This is an optimization exercise on Yosys and OpenROAD, whose aim is small area, a short achievable clock period and few clock cycles per item, not a production implementation.
In this exercise RTL edits were held to simulation tests only and were not proved equivalent to the original.
Power is estimated from default activity; no workload was simulated.

$ cat flow/config.mk
export PLATFORM = sky130hd
export DESIGN_NAME = dcache_ctrl_wb
export DESIGN_NICKNAME = dcache_ctrl_wb
export VERILOG_FILES = /design/flow/design.v
export SDC_FILE = /design/flow/constraint.sdc
export NUM_CORES = 4
export LEC_CHECK = 0
export CAP_MARGIN = 20
export CORE_MARGIN = 2
export CORE_UTILIZATION = 35
export CTS_BUF_LIST = sky130_fd_sc_hd__clkbuf_4 sky130_fd_sc_hd__clkbuf_8
export PLACE_DENSITY = 0.45
export SETUP_SLACK_MARGIN = 3
export SLEW_MARGIN = 20
export SYNTH_HIERARCHICAL = 1
$ cat flow/run.sh
#!/bin/bash
# synth_recipe.tcl (not shown) runs the flow's synth.tcl, then flattens the netlist and writes it again
# the make line also repeats each setting of config.mk as NAME=value (left out here)
make -C /OpenROAD-flow-scripts/flow DESIGN_CONFIG=/design/flow/config.mk WORK_HOME=/design/flow/orfs CLKGATE_MAP_FILE= SYNTH_SCRIPT=/design/flow/synth_recipe.tcl finish
$ cat flow/constraint.sdc
create_clock -name core_clock -period 10.0 [get_ports {i_clk}]
set_input_delay 2.0000 -clock core_clock [delete_from_list [all_inputs] [get_ports {i_clk}]]
set_output_delay 2.0000 -clock core_clock [all_outputs]
set_load 0.01 [all_outputs]
$ cat flow/design.v
module dc_ao22 (
  input  logic a1, a2, b1, b2,
  output logic y
);
  assign y = (a1 & a2) | (b1 & b2);
endmodule
module dc_aoi222 (
  input  logic a1, a2, b1, b2, c1, c2,
  output logic y
);
  assign y = ~((a1 & a2) | (b1 & b2) | (c1 & c2));
endmodule
module dc_nand2 (
  input  logic a, b,
  output logic y
);
  assign y = ~(a & b);
endmodule
module dc_nand3 (
  input  logic a, b, c,
  output logic y
);
  assign y = ~(a & b & c);
endmodule
module dc_nand4 (
  input  logic a, b, c, d,
  output logic y
);
  assign y = ~(a & b & c & d);
endmodule
module dc_nor2 (
  input  logic a, b,
  output logic y
);
  assign y = ~(a | b);
endmodule
module dc_aoi22 (
  input  logic a1, a2, b1, b2,
  output logic y
);
  assign y = ~((a1 & a2) | (b1 & b2));
endmodule
module dc_rdbit (
  input  logic [3:0] s,
  input  logic [3:0] d,
  input  logic       sm,
  input  logic       dm,
  output logic       y
);
  logic n0, n1;
  dc_aoi222 u0 (.a1(s[0]), .a2(d[0]), .b1(s[1]), .b2(d[1]), .c1(s[2]), .c2(d[2]), .y(n0));
  dc_aoi22  u1 (.a1(s[3]), .a2(d[3]), .b1(sm), .b2(dm), .y(n1));
  dc_nand2  u2 (.a(n0), .b(n1), .y(y));
endmodule
module dc_sel64 (
  input  logic [63:0] s,
  input  logic [63:0] d,
  output logic        y
);
  logic [21:0] n1;
  logic [5:0]  n2;
  logic [2:0]  n3;
  for (genvar i = 0; i < 21; i++) begin : g_l1
    dc_aoi222 u (.a1(s[3*i]), .a2(d[3*i]), .b1(s[3*i+1]), .b2(d[3*i+1]),
                 .c1(s[3*i+2]), .c2(d[3*i+2]), .y(n1[i]));
  end
  dc_nand2 u_l1 (.a(s[63]), .b(d[63]), .y(n1[21]));
  for (genvar i = 0; i < 4; i++) begin : g_l2
    dc_nand4 u (.a(n1[4*i]), .b(n1[4*i+1]), .c(n1[4*i+2]), .d(n1[4*i+3]), .y(n2[i]));
  end
  dc_nand3 u_l2a (.a(n1[16]), .b(n1[17]), .c(n1[18]), .y(n2[4]));
  dc_nand3 u_l2b (.a(n1[19]), .b(n1[20]), .c(n1[21]), .y(n2[5]));
  for (genvar i = 0; i < 3; i++) begin : g_l3
    dc_nor2 u (.a(n2[2*i]), .b(n2[2*i+1]), .y(n3[i]));
  end
  dc_nand3 u_l4 (.a(n3[0]), .b(n3[1]), .c(n3[2]), .y(y));
endmodule
module dcache_ctrl_wb #(
  parameter  int ADDR_W  = 13,
  parameter  int DATA_W  = 16,
  parameter  int OFFS_W  = 2,
  parameter  int INDEX_W = 6,
  localparam int TAG_W   = ADDR_W - INDEX_W - OFFS_W,
  localparam int LINE_W  = DATA_W << OFFS_W,
  localparam int LINES   = 1 << INDEX_W,
  localparam int WORDS   = 1 << OFFS_W
) (
  input  logic                       i_clk,
  input  logic                       i_rst,
  input  logic [ADDR_W-1:0]          i_addr,
  input  logic [DATA_W-1:0]          i_wr_data,
  input  logic                       i_we,
  input  logic                       i_re,
  output logic [DATA_W-1:0]          o_rd_data,
  output logic                       o_hit,
  output logic                       o_stall,
  output logic [ADDR_W-OFFS_W-1:0]   o_mem_addr,
  output logic [LINE_W-1:0]          o_mem_wr_data,
  output logic                       o_mem_we,
  output logic                       o_mem_re,
  input  logic [LINE_W-1:0]          i_mem_rd_data,
  input  logic                       i_mem_rdy,
  input  logic [ADDR_W-1:0]          i_snoop_addr,
  input  logic                       i_snoop_req,
  input  logic                       i_snoop_inv,
  output logic                       o_snoop_found,
  output logic                       o_snoop_dirty,
  output logic [TAG_W-1:0]           o_tag_out
);
  logic [LINES-1:0]              r_valid;
  logic [LINES-1:0]              r_dirty;
  logic [LINES-1:0][TAG_W-1:0]   r_tag;
  logic [LINES-1:0][LINE_W-1:0]  r_data;
  logic [TAG_W-1:0]    w_tag;
  logic [INDEX_W-1:0]  w_idx;
  logic [OFFS_W-1:0]   w_off;
  logic [TAG_W-1:0]    w_stag;
  logic [INDEX_W-1:0]  w_sidx;
  logic [LINES-1:0]    w_sel;
  logic [LINES-1:0]    w_ssel;
  logic [LINES-1:0]    w_lmatch;
  logic [LINES-1:0]    w_vd;
  logic [LINE_W-1:0]   w_line;
  logic [TAG_W-1:0]    w_ctag;
  logic [TAG_W-1:0]    w_sctag;
  logic                w_svalid;
  logic                w_svd;
  logic                w_req;
  logic                w_match;
  logic                w_victim;
  logic                w_wb_done;
  logic                w_fill_done;
  logic                w_store_hit;
  logic                w_snoop_kill;
  logic                w_stag_eq;
  logic [LINE_W-1:0]   w_wline;
  logic [WORDS-1:0]    w_wen;
  logic [LINES*WORDS-1:0] w_den;
  logic [LINES*WORDS-1:0] w_dkeep;
  logic [LINES-1:0]    w_ten;
  logic [LINES-1:0]    w_tkeep;
  logic [LINES-1:0][LINE_W-1:0] w_data_d;
  logic [LINES-1:0][TAG_W-1:0]  w_tag_d;
  logic                w_unused_soff;
  logic [WORDS-1:0]    w_rsel;
  logic                w_msel;
  logic [DATA_W-1:0]   w_mword;
  assign w_tag  = i_addr[ADDR_W-1 -: TAG_W];
  assign w_idx  = i_addr[OFFS_W +: INDEX_W];
  assign w_off  = i_addr[OFFS_W-1:0];
  assign w_stag = i_snoop_addr[ADDR_W-1 -: TAG_W];
  assign w_sidx = i_snoop_addr[OFFS_W +: INDEX_W];
  assign w_unused_soff = ^i_snoop_addr[OFFS_W-1:0];
  always_comb begin
    for (int l = 0; l < LINES; l++) begin
      w_sel[l]  = (w_idx[1:0]  == l[1:0]) & (w_idx[3:2]  == l[3:2]) & (w_idx[5:4]  == l[5:4]);
      w_ssel[l] = (w_sidx[1:0] == l[1:0]) & (w_sidx[3:2] == l[3:2]) & (w_sidx[5:4] == l[5:4]);
    end
  end
  always_comb begin
    for (int l = 0; l < LINES; l++) begin
      w_lmatch[l] = r_valid[l] & (r_tag[l] == w_tag);
      w_vd[l]     = r_valid[l] & r_dirty[l];
    end
  end
  for (genvar b = 0; b < LINE_W; b++) begin : g_rline
    logic [LINES-1:0] col;
    for (genvar l = 0; l < LINES; l++) begin : g_c
      assign col[l] = r_data[l][b];
    end
    dc_sel64 u_sel (.s(w_sel), .d(col), .y(w_line[b]));
  end
  for (genvar b = 0; b < TAG_W; b++) begin : g_rtag
    logic [LINES-1:0] col;
    for (genvar l = 0; l < LINES; l++) begin : g_c
      assign col[l] = r_tag[l][b];
    end
    dc_sel64 u_sel  (.s(w_sel),  .d(col), .y(w_ctag[b]));
    dc_sel64 u_ssel (.s(w_ssel), .d(col), .y(w_sctag[b]));
  end
  dc_sel64 u_match  (.s(w_sel),  .d(w_lmatch), .y(w_match));
  dc_sel64 u_victim (.s(w_sel),  .d(w_vd),     .y(w_victim));
  dc_sel64 u_svalid (.s(w_ssel), .d(r_valid),  .y(w_svalid));
  dc_sel64 u_svd    (.s(w_ssel), .d(w_vd),     .y(w_svd));
  assign w_req = i_we | i_re;
  assign o_mem_we      = w_req & ~w_match & w_victim;
  assign o_mem_re      = w_req & ~w_match & ~w_victim;
  assign o_mem_addr    = {w_victim ? w_ctag : w_tag, w_idx};
  assign o_mem_wr_data = w_line;
  assign w_wb_done   = o_mem_we & i_mem_rdy;
  assign w_fill_done = o_mem_re & i_mem_rdy;
  assign o_hit       = w_req & (w_match | (~w_victim & i_mem_rdy));
  assign o_stall     = w_req & ~o_hit;
  assign w_store_hit = i_we & w_match;
  always_comb begin
    for (int w = 0; w < WORDS; w++) w_rsel[w] = w_match & (w_off == OFFS_W'(w));
  end
  assign w_msel  = ~w_match;
  assign w_mword = i_mem_rd_data[int'(w_off)*DATA_W +: DATA_W];
  for (genvar b = 0; b < DATA_W; b++) begin : g_rd
    dc_rdbit u_rd (.s(w_rsel),
                   .d({w_line[3*DATA_W+b], w_line[2*DATA_W+b], w_line[DATA_W+b], w_line[b]}),
                   .sm(w_msel), .dm(w_mword[b]), .y(o_rd_data[b]));
  end
  assign w_stag_eq     = (w_sctag == w_stag);
  assign o_snoop_found = w_svalid & w_stag_eq;
  assign o_snoop_dirty = w_svd & w_stag_eq;
  assign w_snoop_kill  = i_snoop_req & i_snoop_inv & o_snoop_found;
  assign o_tag_out     = w_ctag;
  always_comb begin
    for (int w = 0; w < WORDS; w++) begin
      if (i_we && w_off == OFFS_W'(w)) begin
        w_wline[w*DATA_W +: DATA_W] = i_wr_data;
        w_wen[w] = w_fill_done | w_store_hit;
      end else begin
        w_wline[w*DATA_W +: DATA_W] = i_mem_rd_data[w*DATA_W +: DATA_W];
        w_wen[w] = w_fill_done;
      end
    end
  end
  always_comb begin
    for (int l = 0; l < LINES; l++) begin
      for (int w = 0; w < WORDS; w++) begin
        w_den[l*WORDS+w]   = w_sel[l] & w_wen[w];
        w_dkeep[l*WORDS+w] = ~(w_sel[l] & w_wen[w]);
      end
      w_ten[l]   = w_sel[l] & w_fill_done;
      w_tkeep[l] = ~(w_sel[l] & w_fill_done);
    end
  end
  for (genvar l = 0; l < LINES; l++) begin : g_wl
    for (genvar b = 0; b < LINE_W; b++) begin : g_wd
      dc_ao22 u (.a1(w_den[l*WORDS+b/DATA_W]), .a2(w_wline[b]),
                 .b1(w_dkeep[l*WORDS+b/DATA_W]), .b2(r_data[l][b]), .y(w_data_d[l][b]));
    end
    for (genvar b = 0; b < TAG_W; b++) begin : g_wt
      dc_ao22 u (.a1(w_ten[l]), .a2(w_tag[b]), .b1(w_tkeep[l]), .b2(r_tag[l][b]), .y(w_tag_d[l][b]));
    end
  end
  always_ff @(posedge i_clk) begin
    r_data <= w_data_d;
    r_tag  <= w_tag_d;
  end
  always_ff @(posedge i_clk) begin
    if (i_rst) begin
      r_valid <= '0;
    end else begin
      if (w_store_hit) r_dirty[w_idx] <= 1'b1;
      if (w_wb_done)   r_dirty[w_idx] <= 1'b0;
      if (w_snoop_kill) begin
        r_valid[w_sidx] <= 1'b0;
        r_dirty[w_sidx] <= 1'b0;
      end
      if (w_fill_done) begin
        r_valid[w_idx] <= 1'b1;
        r_dirty[w_idx] <= i_we;
      end
    end
  end
endmodule
==> results.yml, run 1 <==
status:
  status: "finished clean"
logic_synthesis:
  synth_edf_count: 64
  yosysWarnings: 7
  ys_types: 65
  yosysSeqAreaShare: 0.558
  synth-seq-cells: 4544
  syn_area_um2: 164000
  synthArstFlopShare: 0
  syn_inst: 13766
  synthFlopType: "dfxtp_1"
  synth_nets: 13888
  syn_avg_cell_area_um2: 11.9
power_and_ir_drop:
  leakage_nw: 80.5
  p_per_area_nw_per_um2: 218
  ir_worst_vdd_mv: 0.142
critical_path:
  r2r_cells: 23
  r2r_slack_ns: 3.69
  reg2reg_from: "r_tag[147]"
  cp-start-kind: "input port"
  crit_fanout: 7
  cp-startpoint: "i_addr[2]"
  timing.rr.end: "r_data[1625]"
  cp.arrival_ns: 5.83
  crit_type: "input port to primary output"
  worst_setup_path_end_kind: "primary output"
  critPathRequiredTime_ns: 8.00
grt:
  antenna_found_initial: 51
  grt_pass1_vias: 142784
  grt-ovfl-total: 0
  grt_max_degree: 77
  grt_usage: 0.305
  grt_pass1_wl_mm: 1070
detailed_routing:
  first_pass_iters: 11
  wl_per_cell_um: 35.4
  drc: 0
  wl_mm: 783
  drt_iter0_markers: 25163
  vias: 148072
  antenna_left: 0
  vias_per_cell: 6.70
cts:
  cts.path.max_buffers: 4
  clkTransAtPathRegs_ns: 0.05
  clk_root_buffer_cell: "clkbuf_8"
  cts.sinks: 4544
  h-tree-depth: 6
  hold_buffers: 0
  clk_latency_ns: 1.35
  cts-buffers-inserted: 774
  tritoncts: "done"
sta:
  min_period_ns: 7.83
  fmax_mhz: 128
  clock_skew_ns: 0.134
  fin_crit_sh: 0.783
  setup_ws_ns: 2.17
  rsz0062_at_grt: "yes"
  setup_viol: 0
  drv_slew: 0
  finalHoldViolCount: 0
  slew_headroom: 0.217
  worst_pin_slew_ns: 1.17
  fin_hold_ws_ns: 0.468
layout:
  drive_gt1_frac: 0.179
  nets: 15399
  syn2layout_area_growth_pct: 22.7
min_path:
  whs_endpoint: "r_data[389]"
  holdPathStages: 1
  hp-class: "flip-flop to flip-flop"
  holdCritStartpoint: "r_data[389]"
die:
  ioPinCount: 215
  die_area_um2: 475000
  die_x_um: 689
  core_area_um2: 467000
  initial_core_util: 0.351
  rows: 251
  die_h_um: 689
placement:
  hpwl_mm: 492
  port_buffers: 212
  gp_routability_congestion: 0.947
  post-place-ws_ns: -0.294
job:
  drv_cap: 0
-- timing repair --
| item | CTS | global route |
|---|---|---|
| pin swaps | 194 | 396 |
| buffers inserted | 174 | 95 |
| gates cloned | 14 | 19 |
| endpoints found under the setup margin | 4477 | 2735 |
| resized for setup | 506 | 791 |
-- power breakdown --
part / switching, mW / internal, mW
Clock: 7.98 / 9.81
Combinational: 2.29 / 2.03
Sequential: 1.37 / 20.4
-- flip-flops by register name, indices dropped and copies added, names as in the netlist --
signal	cells
r_data	4096
r_dirty	64
r_tag	320
r_valid	64
-- synth_stat cells (3+ instances only) --
cell type / number / area [µm²]
a222oi_1: 1654 / 16600
buf_6: 3 / 33.8
xor2_1: 155 / 1360
a22oi_2: 16 / 200
nand4_1: 351 / 2200
o21ai_1: 3 / 15.0
nand3_2: 6 / 60.1
buf_2: 14 / 70.1
nand2b_1: 5 / 31.3
clkbuf_1: 98 / 368
buf_4: 7 / 52.6
nor4_1: 31 / 194
a21oi_1: 26 / 130
o21ai_0: 29 / 145
xnor2_1: 184 / 1610
a21o_1: 5 / 37.5
nor2_1: 401 / 1510
nor3_4: 3 / 48.8
and2_0: 6 / 37.5
o21ai_2: 6 / 52.6
edfxtp_1: 64 / 1920
nand3b_1: 4 / 30.0
buf_1: 23 / 86.3
mux2_2: 69 / 777
or2_2: 7 / 43.8
inv_1: 428 / 1610
ha_1: 9 / 113
a22oi_1: 12 / 90.1
nand3_1: 290 / 1450
o22ai_1: 110 / 688
and3_1: 33 / 206
mux4_2: 16 / 360
clkbuf_2: 3 / 15.0
nand2_1: 569 / 2140
and2_1: 75 / 469
nor2b_1: 9 / 56.3
o32ai_1: 44 / 385
nor3_2: 3 / 30.0
nor3_1: 70 / 350
a22o_1: 4416 / 38700
dfxtp_1: 4480 / 89700
-- worst max-delay path by stage --
stage,endpoint,cells after the start
after CTS,o_rd_data[2],19
after global routing,o_rd_data[3],19
after detailed placement,o_rd_data[15],15
after floorplan,o_rd_data[0],14
final,o_rd_data[3],18
after global placement,o_rd_data[13],15
-- cells by family after synthesis --
| kind of cell | count (synthesis) | synth area share |
|---|---|---|
| xor+xnor | 340 | 0.0182 |
| mux | 85 | 0.00693 |
| simple gates | 1872 | 0.0544 |
| compound gates | 6338 | 0.348 |
| flops | 4544 | 0.558 |
| fa+ha+maj | 9 | 0.000686 |
| buf+inv | 578 | 0.0136 |
-- per-module statistics from Yosys, one instance, submodules excluded, excerpt --
module	copies in the design	cell area, µm²
dcache_ctrl_wb	1	104000
dc_aoi22	16	12.5
dc_aoi222	1654	10.0
dc_ao22	4416	8.76
dc_nand4	312	6.26
dc_nand3	234	5.00
dc_nand2	94	3.75
dc_nor2	234	3.75
-- area by class of cell --
cell class / count / area (µm²)
Fill cell: 43318 / 266000
Sequential cell: 4544 / 91600
Multi-Input combinational cell: 8646 / 73000
Clock buffer: 1229 / 15300
Timing Repair Buffer: 881 / 10300
Tap cell: 6198 / 7750
Inverter: 430 / 2290
Clock inverter: 124 / 1060
Antenna cell: 39 / 97.6
-- routing by layer --
layer	wire length, µm	share of wire	vias up	global-route usage
li1	-	-	62171	-
met1	320000	0.41	75249	0.408
met2	337000	0.43	9171	0.457
met3	81300	0.10	1477	0.0719
met4	44900	0.057	4	0.156
met5	27	0.000034	-	0
-- critical path, cell delays in order --
cell        delay (ns)
buf_12            0.12
inv_4             0.06
ha_4              0.20
and3_4            0.18
nand2_2           0.10
clkinvlp_4        0.11
buf_12            0.17
a222oi_1          0.51
nand4_1           0.37
nor2_4            0.30
nand3_4           0.19
clkinvlp_4        0.22
buf_4             0.15
nor2_4            0.03
buf_4             0.17
a22oi_2           0.48
nand2_1           0.20
buf_2             0.19
-- metrics by stage --
step	cells	power (mW)	setup TNS [ns]	cell area [µm²]	util
global route	22070	45.4	0	201000	0.431
CTS	21938	43.9	0	198000	0.423
global placement	20397	25.9	-16.15	178000	0.381
detailed placement	20397	26.1	-31.83	178000	0.381
floorplan	13766	24.2	0	165000	-
finish	22091	43.9	0	201000	0.431
-- cell usage in the layout, fill, tap and decap left out, types with 22 or more instances in the layout --
cell type        Yosys  final
nor2_2               2     99
dlymetal6s2s_1       0     36
nor2_1             401    209
o22ai_1            110    110
clkinv_2             0     59
buf_12               0    157
nand3_1            290    200
xor2_1             155    155
clkbuf_8             0    964
a222oi_1          1654   1654
a22o_1            4416   4416
nor2_4               1     96
o32ai_1             44     44
nand2_1            569    466
mux2_4               0     67
clkbuf_4             0    272
buf_8                0     31
diode_2              0     39
dfxtp_1           4480   4480
nor3_1              70     66
buf_6                3     97
nand4_1            351    351
nand3_2              6     47
nand3_4              0     49
xnor2_1            184    179
nand2_2              1     83
o21ai_0             29     28
nor4_1              31     31
buf_2               14     22
and3_1              33     29
edfxtp_1            64     64
clkinvlp_4           0    193
inv_1              428    248
clkdlybuf4s50_1      0     98
a21oi_1             26     26
buf_4                7    379
and2_1              75     67
Testbench counts, summed over its fixed seeds: cycles 38,899, items 24,000.
==> run 2, diff against run 1 <==
--- a/flow/config.mk
+++ b/flow/config.mk
@@ -10,3 +10,5 @@
 export CORE_UTILIZATION = 35
-export CTS_BUF_LIST = sky130_fd_sc_hd__clkbuf_4 sky130_fd_sc_hd__clkbuf_8
+export CTS_BUF_LIST = sky130_fd_sc_hd__clkbuf_8
+export CTS_CLUSTER_DIAMETER = 50
+export CTS_CLUSTER_SIZE = 16
 export PLACE_DENSITY = 0.45
==> run 2 against run 1 <==
Clock skew is 0.037 ns lower. Via count is 0.92% lower. Combinational power hardly changed. Sequential share of layout area is 0.93 points higher. Die area stayed put. Utilization is 0.86 points lower. Wire length is 0.96% lower. Area after synthesis stayed put. Largest cell class unchanged. Largest power group unchanged. Highest routed layer unchanged.
==> results.yml, run 2 <==
logic_synthesis:
  syn_area_um2: 164000
  synth-seq-cells: 4544
  syn_avg_cell_area_um2: 11.9
  ys_top_cells_by_area: "dfxtp_1 (55%), a22o_1 (24%), a222oi_1 (10%)"
  yosysWarnings: 7
  synth_nets: 13888
  yosys.area.top_type_share: 0.546
  synthArstFlopShare: 0
  synthFlopType: "dfxtp_1"
  yosys.cell_count.top_type: "dfxtp_1"
  yosysSeqAreaShare: 0.558
  synth_edf_count: 64
  synth_common_cells: "dfxtp_1 (4480), a22o_1 (4416), a222oi_1 (1654)"
  ys_types: 65
  syn_inst: 13766
  synth_area_leader_cell: "dfxtp_1"
cts:
  clk_latency_ns: 1.30
  tritoncts: "done"
  cts.sinks: 4544
  clkTransAtPathRegs_ns: 0.07
  clk_root_buffer_cell: "clkbuf_8"
  hold_buffers: 0
  h-tree-depth: 6
  cts.path.max_buffers: 4
  cts-buffers-inserted: 532
die:
  core_area_um2: 467000
  rows: 251
  die_area_um2: 475000
  initial_core_util: 0.351
  ioPinCount: 215
  die_h_um: 689
  die_x_um: 689
layout:
  syn2layout_area_growth_pct: 20.2
  largest_reg_flops: 4096
  final_cell_mix: "dfxtp_1 (4480), a22o_1 (4416), a222oi_1 (1654)"
  largest_register: "r_data"
  nets: 15167
  reg_top3: "r_data: 4096 flops, r_tag: 320 flops"
  final_common_cell: "dfxtp_1"
  drive_gt1_frac: 0.159
  final_util: 0.422
  fill_cells: 43484
  fin_cells: 21699
grt:
  grt_usage: 0.303
  grt_pass1_wl_mm: 1060
  grt_pass1_vias: 140356
  grt-ovfl-total: 0
  grt_max_degree: 66
  antenna_found_initial: 43
critical_path:
  crit_type: "input port to primary output"
  cp.buffers_inverters: 9
  cp-start-kind: "input port"
  critPathRequiredTime_ns: 8.00
  slowest_stage: "a222oi_1"
  worst-path-stages: 19
  reg2reg_from: "r_tag[184]"
  crit_family: "buffers and inverters"
  slowest_delay_ns: 0.53
  cp_cell_sequence: "buf_8, buf_8, ha_4, and2_4, nand2_4, clkinvlp_4, buf_6, buf_12, a222oi_1, nand4_1, nor2_4, nand3_4, clkinvlp_4, buf_4, nor2_4, buf_4, a22oi_2, nand2_1, buf_2"
  worst_setup_path_end_kind: "primary output"
  crit_fanout: 4
  r2r_cells: 23
  cp.arrival_ns: 5.83
  cp-startpoint: "i_addr[3]"
detailed_routing:
  vias_per_cell: 6.76
  drt_iter0_markers: 25652
  wl_mm: 776
  first_pass_iters: 12
  wl_per_cell_um: 35.7
  vias: 146712
  antenna_left: 0
  drc: 0
power_and_ir_drop:
  leakage_nw: 78.1
  power_mw: 40.9
  p_per_area_nw_per_um2: 207
  ir_worst_vdd_mv: 0.146
sta:
  fmax_mhz: 128
  slew_headroom: 0.224
  rsz0062_at_grt: "yes"
  drv_slew: 0
  worst_pin_slew_ns: 1.15
  fin_hold_ws_ns: 0.473
  clock_skew_ns: 0.0976
  setup_viol: 0
  min_period_ns: 7.83
  setup_ws_ns: 2.17
  finalHoldViolCount: 0
  fin_crit_sh: 0.783
min_path:
  hp-class: "flip-flop to flip-flop"
  holdPathStages: 1
  holdCritStartpoint: "r_data[3954]"
placement:
  place_inst: 20397
  post-place-ws_ns: -0.294
  port_buffers: 212
  gp_routability_congestion: 0.947
  hpwl_mm: 492
job:
  drv_cap: 0
status:
  status: "finished clean"
[run 2: layout make-up]
cell class | count | area, µm² | share of cell area
Clock buffer | 593 | 8160 | 0.0413
Timing Repair Buffer | 892 | 10500 | 0.0531
Sequential cell | 4544 | 91600 | 0.464
Antenna cell | 23 | 57.6 | 0.000292
Clock inverter | 374 | 3900 | 0.0197
Multi-Input combinational cell | 8645 | 73100 | 0.371
Inverter | 430 | 2290 | 0.0116
Tap cell | 6198 | 7750 | 0.0393
[run 2: timing repair]
action,4_1_cts,5_1_grt
pin swaps,186,403
setup buffers,164,115
endpoints found under the hold margin,0,0
cloned,13,20
endpoints found under the setup margin,4477,3155
resized for setup,508,829
[run 2: modules after synthesis (local to each module, per instance), a selection]
module | times used | cells | area [µm²] | flip-flops and latches
dc_aoi222 | 1654 | 1 | 10.0 | 0
dc_nand2 | 94 | 1 | 3.75 | 0
dc_aoi22 | 16 | 1 | 12.5 | 0
dc_nand4 | 312 | 1 | 6.26 | 0
dc_nor2 | 234 | 1 | 3.75 | 0
dc_nand3 | 234 | 1 | 5.00 | 0
dcache_ctrl_wb | 1 | 6806 | 104000 | 4544
dc_ao22 | 4416 | 1 | 8.76 | 0
[run 2: metrics by stage]
stage	TNS [ns]	cell area [µm²]
finish	0	197000
global route	0	197000
floorplan	0	165000
CTS	0	193000
global placement	-16.15	178000
detailed placement	-31.83	178000
[run 2: final timing paths]
check / end / slack, ns
max: o_rd_data[3] / 2.17
min: r_data[3954] / 0.47
max reg2reg: r_data[901] / 3.73
min reg2reg: r_data[3954] / 0.47
[run 2: cell families after synthesis]
family / share of synthesized area
AO/OA/AOI/OAI: 0.348
XOR/XNOR: 0.0182
adder cells (fa/ha/maj): 0.000686
buffers and inverters: 0.0136
flip-flops: 0.558
multiplexers: 0.00693
AND/OR/NAND/NOR: 0.0544
[run 2: where the power goes]
group	internal, mW	switching, mW	total (mW)	leakage [nW]
combinational	2.04	2.28	4.32	34.6
sequential	20.4	1.37	21.7	37.4
clock	7.03	7.82	14.9	6.10
total	29.4	11.5	40.9	78.1
[run 2: metal layers]
layer	track usage	up-vias	part of all wire
met1	0.410	75024	0.41
met2	0.456	8700	0.43
met3	0.0639	1382	0.10
met4	0.152	16	0.056
met5	0	-	0.00015
li1	-	61590	-
==> run 3, diff against run 2 <==
--- a/flow/design.v
+++ b/flow/design.v
@@ -194,4 +194,6 @@
   assign w_store_hit = i_we & w_match;
-  always_comb begin
-    for (int w = 0; w < WORDS; w++) w_rsel[w] = w_match & (w_off == OFFS_W'(w));
+  for (genvar w = 0; w < WORDS; w++) begin : g_rsel
+    logic [LINES-1:0] m;
+    assign m = w_lmatch & {LINES{w_off == OFFS_W'(w)}};
+    dc_sel64 u_sel (.s(w_sel), .d(m), .y(w_rsel[w]));
   end
--- a/flow/config.mk
+++ b/flow/config.mk
@@ -10,5 +10,3 @@
 export CORE_UTILIZATION = 35
-export CTS_BUF_LIST = sky130_fd_sc_hd__clkbuf_8
-export CTS_CLUSTER_DIAMETER = 50
-export CTS_CLUSTER_SIZE = 16
+export CTS_BUF_LIST = sky130_fd_sc_hd__clkbuf_4 sky130_fd_sc_hd__clkbuf_8
 export PLACE_DENSITY = 0.45
==> run 3 against run 2 <==
Setup slack lost 0.18 ns. Clock power is 23% higher. Power rose by 8.4%. Highest routed layer unchanged. Largest cell class unchanged. Global-route usage rose by 1.0 points. Still clean. Fmax decreased by 2.2%. Via count up 4.1%.
==> results.yml, run 3 <==
status:
  status: "finished clean"
detailed_routing:
  drt_iter0_markers: 26424
  vias_per_cell: 6.72
  first_pass_iters: 13
  wl_per_cell_um: 35.5
  antenna_left: 0
  drc: 0
  wl_mm: 807
  vias: 152734
logic_synthesis:
  syn_area_um2: 166000
  synthAdderAreaFrac: 0.000676
  synth_edf_count: 64
  ys_top_cells_by_area: "dfxtp_1 (54%), a22o_1 (23%), a222oi_1 (10%)"
  synthArstFlopShare: 0
  yosysWarnings: 7
  yosysSeqAreaShare: 0.550
  yosys.cell_count.top_type: "dfxtp_1"
  synth_common_cells: "dfxtp_1 (4480), a22o_1 (4418), a222oi_1 (1738)"
  syn_avg_cell_area_um2: 11.7
  synthFlopType: "dfxtp_1"
  synth-seq-cells: 4544
  synth_compound_area_frac: 0.350
  synth_xor_area_frac: 0.0177
  ys_types: 63
  synth_area_leader_cell: "dfxtp_1"
  syn_inst: 14268
  synthSimpleGateAreaFrac: 0.0599
  synth_top_family_by_area: "compound AO/OA/AOI/OAI gates"
  yosys.area.top_type_share: 0.539
  synth_nets: 14390
  synthMuxAreaShare: 0.00683
critical_path:
  worst_setup_path_end_kind: "primary output"
  crit_type: "input port to primary output"
  cp.arrival_ns: 6.01
  crit_fanout: 6
  r2r_slack_ns: 4.29
  critPathRequiredTime_ns: 8.00
  cp-start-kind: "input port"
die:
  die_x_um: 694
  die_area_um2: 481000
  ioPinCount: 215
  initial_core_util: 0.351
  rows: 253
  die_h_um: 694
  core_area_um2: 474000
cts:
  clkTransAtPathRegs_ns: 0.05
  clk_root_buffer_cell: "clkbuf_8"
  cts.sinks: 4544
  hold_buffers: 0
  cts.path.max_buffers: 4
  tritoncts: "done"
  clk_latency_ns: 1.35
  h-tree-depth: 6
  cts-buffers-inserted: 782
sta:
  min_period_ns: 8.01
  drv_slew: 0
  fmax_mhz: 125
  setup_viol: 0
  worst_pin_slew_ns: 1.23
  fin_crit_sh: 0.801
  slew_headroom: 0.182
  setup-tns-final_ns: 0
  rsz0062_at_grt: "yes"
  finalHoldViolCount: 0
  clock_skew_ns: 0.124
layout:
  largest_register: "r_data"
  final_common_cell: "dfxtp_1"
  syn2layout_area_growth_pct: 22.8
  nets: 15959
  fill_cells: 44062
  largest_reg_flops: 4096
  drive_gt1_frac: 0.173
  final_cell_mix: "dfxtp_1 (4480), a22o_1 (4418), a222oi_1 (1738)"
  final_cell_area_um2: 204000
  final-seq-area_um2: 91600
  reg_top3: "r_data: 4096 flops, r_tag: 320 flops"
  multi_input_area_um2: 75100
  final_util: 0.431
grt:
  antenna_found_initial: 40
  grt_pass1_wl_mm: 1110
  grt_pass1_vias: 146365
  grt_usage: 0.313
  grt_max_degree: 84
  grt-ovfl-total: 0
power_and_ir_drop:
  leakage_nw: 83.6
  ir_worst_vdd_mv: 0.155
  p_per_area_nw_per_um2: 217
  power_mw: 44.4
min_path:
  hp-class: "flip-flop to flip-flop"
placement:
  place_area_um2: 181000
  hpwl_mm: 501
  gp_routability_congestion: 0.954
  port_buffers: 212
job:
  drv_cap: 0
## run 3: cells by family after synthesis
| logic type | after synthesis |
|---|---|
| multiplexers | 85 |
| flip-flops | 4544 |
| AND/OR/NAND/NOR | 2158 |
| XOR/XNOR | 336 |
| buffers and inverters | 651 |
| AO/OA/AOI/OAI | 6485 |
| adder cells (fa/ha/maj) | 9 |
## run 3: metrics by stage
step	hold slack [ns]	setup slack, ns	instances
5_1_grt	0.473	2.03	22709
3_5_place_dp	0.451	0.0261	21052
3_3_place_gp	0.450	0.0188	21052
6_report	0.467	1.99	22731
2_1_floorplan	0.438	3.01	14268
4_1_cts	0.471	2.12	22631
## run 3: timing repair
| item | in CTS | in global routing |
|---|---|---|
| setup buffers | 154 | 57 |
| pin swaps | 440 | 280 |
| resized for setup | 1131 | 246 |
| endpoints found under the setup margin | 4256 | 96 |
| cloned | 26 | 9 |
## run 3: final cells by class
| cell class | count | share of cell area |
|---|---|---|
| multi-input combinational | 9074 | 0.367 |
| tap | 6247 | 0.0382 |
| antenna | 32 | 0.000392 |
| timing repair buffer | 966 | 0.0526 |
| inverter | 468 | 0.0100 |
| timing repair inverter | 1 | 0.0000428 |
| sequential | 4544 | 0.448 |
| clock inverter | 118 | 0.00548 |
| clock buffer | 1281 | 0.0781 |
## run 3: per-layer routing
layer / global-route usage / vias to the layer above / wire length [µm]
met1: 0.431 / 77694 / 339000
met5: 0 / - / 92
met3: 0.0669 / 1456 / 79800
met2: 0.467 / 9515 / 346000
met4: 0.144 / 14 / 41500
li1: - / 64055 / -
## run 3: critical path, cell delays in order
cell	delay (ns)
buf_12	0.11
clkinvlp_4	0.15
ha_4	0.23
and2_4	0.20
buf_6	0.12
nand2_4	0.05
clkinvlp_4	0.14
buf_12	0.17
buf_12	0.14
clkbuf_16	0.20
a222oi_1	0.56
nand3_1	0.32
nor2_1	0.28
nand3_4	0.20
a222oi_1	0.55
buf_4	0.31
nand2_2	0.07
buf_6	0.12
## run 3: modules after synthesis, one instance, submodules excluded, a selection
module | cells | times used | flip-flops and latches | area (µm²)
dc_nand2 | 1 | 98 | 0 | 3.75
dc_nand3 | 1 | 246 | 0 | 5.00
dc_nor2 | 1 | 246 | 0 | 3.75
dcache_ctrl_wb | 7180 | 1 | 4544 | 106000
dc_nand4 | 1 | 328 | 0 | 6.26
dc_aoi222 | 1 | 1738 | 0 | 10.0
dc_ao22 | 1 | 4416 | 0 | 8.76
dc_aoi22 | 1 | 16 | 0 | 12.5
## run 3: power breakdown
group / internal [mW] / switching [mW] / total (mW)
Clock: 10.3 / 8.06 / 18.4
Combinational: 2.01 / 2.26 / 4.27
Sequential: 20.4 / 1.35 / 21.7
## run 3: final timing paths
kind           startpoint           end  cells after the start
min          r_data[3525]  r_data[3525]                      1
max reg2reg    r_tag[227]  r_data[3784]                     18
min reg2reg  r_data[3525]  r_data[3525]                      1
max             i_addr[2]  o_rd_data[0]                     18
Testbench counts of run 3, summed over its fixed seeds: cycles 38,899, items 24,000.

port drivers added, routing unchanged:
In the flow no input, the clock included, has a driving cell. The finished layouts below were timed again as built, in two steps.
Step 1: set_driving_cell puts a clkbuf_16 on i_clk and a buf_2 on each other input, an assumption about the parent block.
Step 2 times the ports against the registers' clock, not the clock port: input delays grow and output delays shrink by t, the midpoint of the rising clock arrivals with the driver on.
Three values: no drivers, after step 1, after step 2; two values: the first two.
| run | t (ns) | setup slack, ns | latest minus earliest clock arrival (ns) | slew at the worst register clock pin (ns) | worst data-port slew with drivers (ns) |
|---|---|---|---|---|---|
| run 1 | 1.388 | 2.171 / 1.974 / 1.378 | 0.134 / 0.134 | 0.08 / 0.08 | 0.27 |
| run 2 | 1.365 | 2.172 / 1.959 / 1.371 | 0.104 / 0.103 | 0.11 / 0.11 | 0.27 |
| run 3 | 1.403 | 1.993 / 1.932 / 1.796 | 0.124 / 0.124 | 0.07 / 0.07 | 0.10 |
After both steps every run listed still meets setup and hold. For run 2, which loses most, drivers alone change the setup slack by -0.213 ns; drivers and shift together by -0.801 ns.
